This design comes from an exercise in tuning for small area and a short achievable clock period on the open sky130 flow, not from production work. In this exercise RTL edits were held to simulation tests only and were not proved equivalent to the original. Power figures rest on the tool's default switching activity, not on a simulated workload.

## job 4825
Design cpuCore, start of the top module:
module cpuCore (
	input  logic        aluClk,
	input  logic        rst,
	input  logic [15:0] instr,
	input  logic [9:0]  instrPc,
	output logic [7:0]  accA,
	output logic [7:0]  accB,
	output logic        carry,
	output logic        branchTaken,
	output logic [9:0]  branchDir
);
	logic [5:0] op;
	assign op = instr[15:10];
	logic dEnA, dEnB, dEnC, dSt, dStB, dSub, dAbSub;
	logic dAbAr, dKAr, dAndAB, dAndK, dOrAB, dOrK, dShl, dShr, dLdK, dLdM;
	logic dBzA, dBnA, dBzB, dBnB, dBc, dBone, dBinv;
	logic [9:0] dTgt;
	always_comb begin
		dEnA = 1'b0; dEnB = 1'b0; dEnC = 1'b0; dSt = 1'b0; dStB = 1'b0; dSub = 1'b0; dAbSub = 1'b0;
		dAbAr = 1'b0; dKAr = 1'b0; dAndAB = 1'b0; dAndK = 1'b0; dOrAB = 1'b0; dOrK = 1'b0;
		dShl = 1'b0; dShr = 1'b0; dLdK = 1'b0; dLdM = 1'b0;
		dBzA = 1'b0; dBnA = 1'b0; dBzB = 1'b0; dBnB = 1'b0; dBc = 1'b0;
		dBone = 1'b0; dBinv = 1'b0;
		case (op)
			6'd1:  begin dEnA = 1'b1; dLdM = 1'b1; end               
			6'd2:  begin dEnB = 1'b1; dLdM = 1'b1; end               
			6'd3:  begin dEnA = 1'b1; dLdK = 1'b1; end               
			6'd4:  begin dEnB = 1'b1; dLdK = 1'b1; end               
  ...
For scale: roughly 5,000 cells after synthesis, ~56 I/O pins.
Settings: LEC_CHECK=0, CAP_MARGIN=20, CORE_MARGIN=2, CORE_UTILIZATION=50, CTS_BUF_LIST=sky130_fd_sc_hd__clkbuf_8, CTS_CLUSTER_DIAMETER=45, CTS_CLUSTER_SIZE=18, SETUP_SLACK_MARGIN=1.3, SLEW_MARGIN=20; clock period 3.5 ns.
run.sh (not shown) runs the stock make flow with config.mk's settings and CLKGATE_MAP_FILE= SYNTH_SCRIPT=/design/flow/synth_recipe.tcl, a recipe that flattens the netlist after the stock synthesis.
Here is what was changed in the inputs of job 9941 compared with job 4825.
Settings: changing SETUP_SLACK_MARGIN from 1.3 to 1.25.
==> run summary <==
- Relative to job 4825, total met3 wirelength after detailed routing has gone up in job 9941.
- Job 9941 supports a higher top clock frequency than job 4825.
- Changes observed in job 9941 relative to job 4825: non-clock buffer count about even, net switching component of the power saw a decrease, relative area change from synthesis to final layout went down 0.42 points, pin count of the biggest net entering global routing barely changed.

---

## yarrow
Starting RTL as in the previous note.
==> flow/config.mk <==
export PLATFORM = sky130hd
export DESIGN_NAME = cpuCore
export DESIGN_NICKNAME = cpuCore
export VERILOG_FILES = /design/flow/design.v
export SDC_FILE = /design/flow/constraint.sdc
export NUM_CORES = 4
export LEC_CHECK = 0
export CAP_MARGIN = 20
export CORE_MARGIN = 2
export CORE_UTILIZATION = 50
export SETUP_SLACK_MARGIN = 1.1
export SLEW_MARGIN = 20
==> flow/constraint.sdc <==
create_clock -name core_clock -period 3.5 [get_ports {aluClk}]
set_input_delay 0.7000 -clock core_clock [delete_from_list [all_inputs] [get_ports {aluClk}]]
set_output_delay 0.7000 -clock core_clock [all_outputs]
set_load 0.01 [all_outputs]
Inputs modified between yarrow and cedar:
- CTS_BUF_LIST now sky130_fd_sc_hd__clkbuf_8, previously not set
- SETUP_SLACK_MARGIN now 1.15, was 1.1
- CORE_UTILIZATION now 53, was 50
- CTS_CLUSTER_SIZE now 18, previously not set
- CTS_CLUSTER_DIAMETER now 45, previously not set
[summary]
Total of plain and repair buffers excluding clock buffers in cedar vs yarrow: up 209. Comparing power spent charging and discharging nets for cedar and yarrow, the smaller number came from cedar. Summary — worst slack after detailed placement, cedar relative to yarrow: higher, by 200 ps. yarrow -> cedar: post-route met1 wirelength increased slightly.
#### Input delta (willow over cedar)
- CORE_UTILIZATION now 50, was 53
- SETUP_SLACK_MARGIN now 1.2, was 1.15
[summary]
cedar did not stop at any stage, and its layout met the timing, design-rule and antenna checks.
willow did not stop at any stage, and its layout met the timing, design-rule and antenna checks.
On wire length on met1: willow sits below cedar.
Compared with cedar, in willow utilization went down; timing-limited maximum frequency went up; routed wirelength normalized by instance count dropped 0.98 um.
Fraction of standard cell area in multi-input logic: willow higher than cedar
Between willow and cedar, the difference in number of buffers inserted by hold repair at cts is negligible.

---

== the reference run ==
Starting RTL as in the previous note.
==> flow/config.mk <==
export PLATFORM = sky130hd
export DESIGN_NAME = cpuCore
export DESIGN_NICKNAME = cpuCore
export VERILOG_FILES = /design/flow/design.v
export SDC_FILE = /design/flow/constraint.sdc
export NUM_CORES = 4
export LEC_CHECK = 0
export CAP_MARGIN = 20
export CORE_MARGIN = 2
export CORE_UTILIZATION = 50
export SETUP_SLACK_MARGIN = 1.3
export SLEW_MARGIN = 20
==> flow/constraint.sdc <==
create_clock -name core_clock -period 3.5 [get_ports {aluClk}]
set_input_delay 0.7000 -clock core_clock [delete_from_list [all_inputs] [get_ports {aluClk}]]
set_output_delay 0.7000 -clock core_clock [all_outputs]
set_load 0.01 [all_outputs]
The reference run: done, clean on timing, DRC and antenna
Input-level comparison between the trial run and the reference run:
-- flow/config.mk --
<<< the reference run, line 10
export CORE_UTILIZATION = 50
>>> the trial run, line 10
export CORE_UTILIZATION = 56
export CTS_BUF_LIST = sky130_fd_sc_hd__clkbuf_8
export CTS_CLUSTER_DIAMETER = 45
export CTS_CLUSTER_SIZE = 18
## What came out
- Between the reference run and the trial run, number of filler cells placed in the layout is lower for the trial run, the reference run comes in above that.
- Relative to the reference run, global-route track usage on met3 has increased by 1.7 points in the trial run.
- Summary: with the reference run as the reference, die area in the trial run moved down by more than 10%.
- Delta (the trial run minus the reference run): layout buffer count excluding clock buffers rose by 116, proportion of layout cells with a drive suffix above 1 picked up an extra 2.3 points, overall power moved down.
- The flow did not stop early for the trial run: all stages ran, and the layout cleared the timing, design-rule and antenna checks.

==> re-timing with driven ports <==
The flow's constraints put no driver on any port. The routed layouts listed below were extracted and timed again, unchanged, in two steps. Step 1: set_driving_cell puts a clkbuf_16 on aluClk and a buf_2 on each other input, an assumption about the parent block. Step 2, shift: input delay + t, output delay - t, t = (earliest + latest rising clock arrival at the registers) / 2. This alone moves slack from input paths to output paths. a / b / c = no drivers / after step 1 / after step 2; a / b = the first two.
run | t, ns | setup slack, ns | hold slack, ns | latest minus earliest clock arrival (ns) | worst slew at a driven data input, ns
job 4825 | 1.107 | 0.999 / 0.999 / 0.224 | 0.102 / 0.050 / 0.332 | 0.073 / 0.073 | 0.15
job 9941 | 1.095 | 1.019 / 1.019 / 0.135 | 0.144 / 0.093 / 0.332 | 0.075 / 0.075 | 0.15
yarrow | 0.980 | 0.996 / 0.996 / 0.052 | 0.243 / 0.179 / 0.322 | 0.064 / 0.064 | 0.17
cedar | 1.077 | 0.959 / 0.959 / 0.058 | 0.164 / 0.108 / 0.332 | 0.065 / 0.065 | 0.07
willow | 1.103 | 1.020 / 1.020 / 0.041 | 0.168 / 0.117 / 0.335 | 0.067 / 0.066 | 0.15
the reference run | 0.985 | 1.031 / 1.031 / 0.272 | 0.213 / 0.149 / 0.323 | 0.071 / 0.071 | 0.18
the trial run | 1.040 | 0.988 / 0.988 / 0.256 | 0.047 / -0.006 / 0.331 | 0.058 / 0.058 | 0.04
After both steps every run listed still meets setup and hold. The setup slack of willow, which loses most, moves by 0.000 ns with the drivers and by -0.979 ns with both steps.
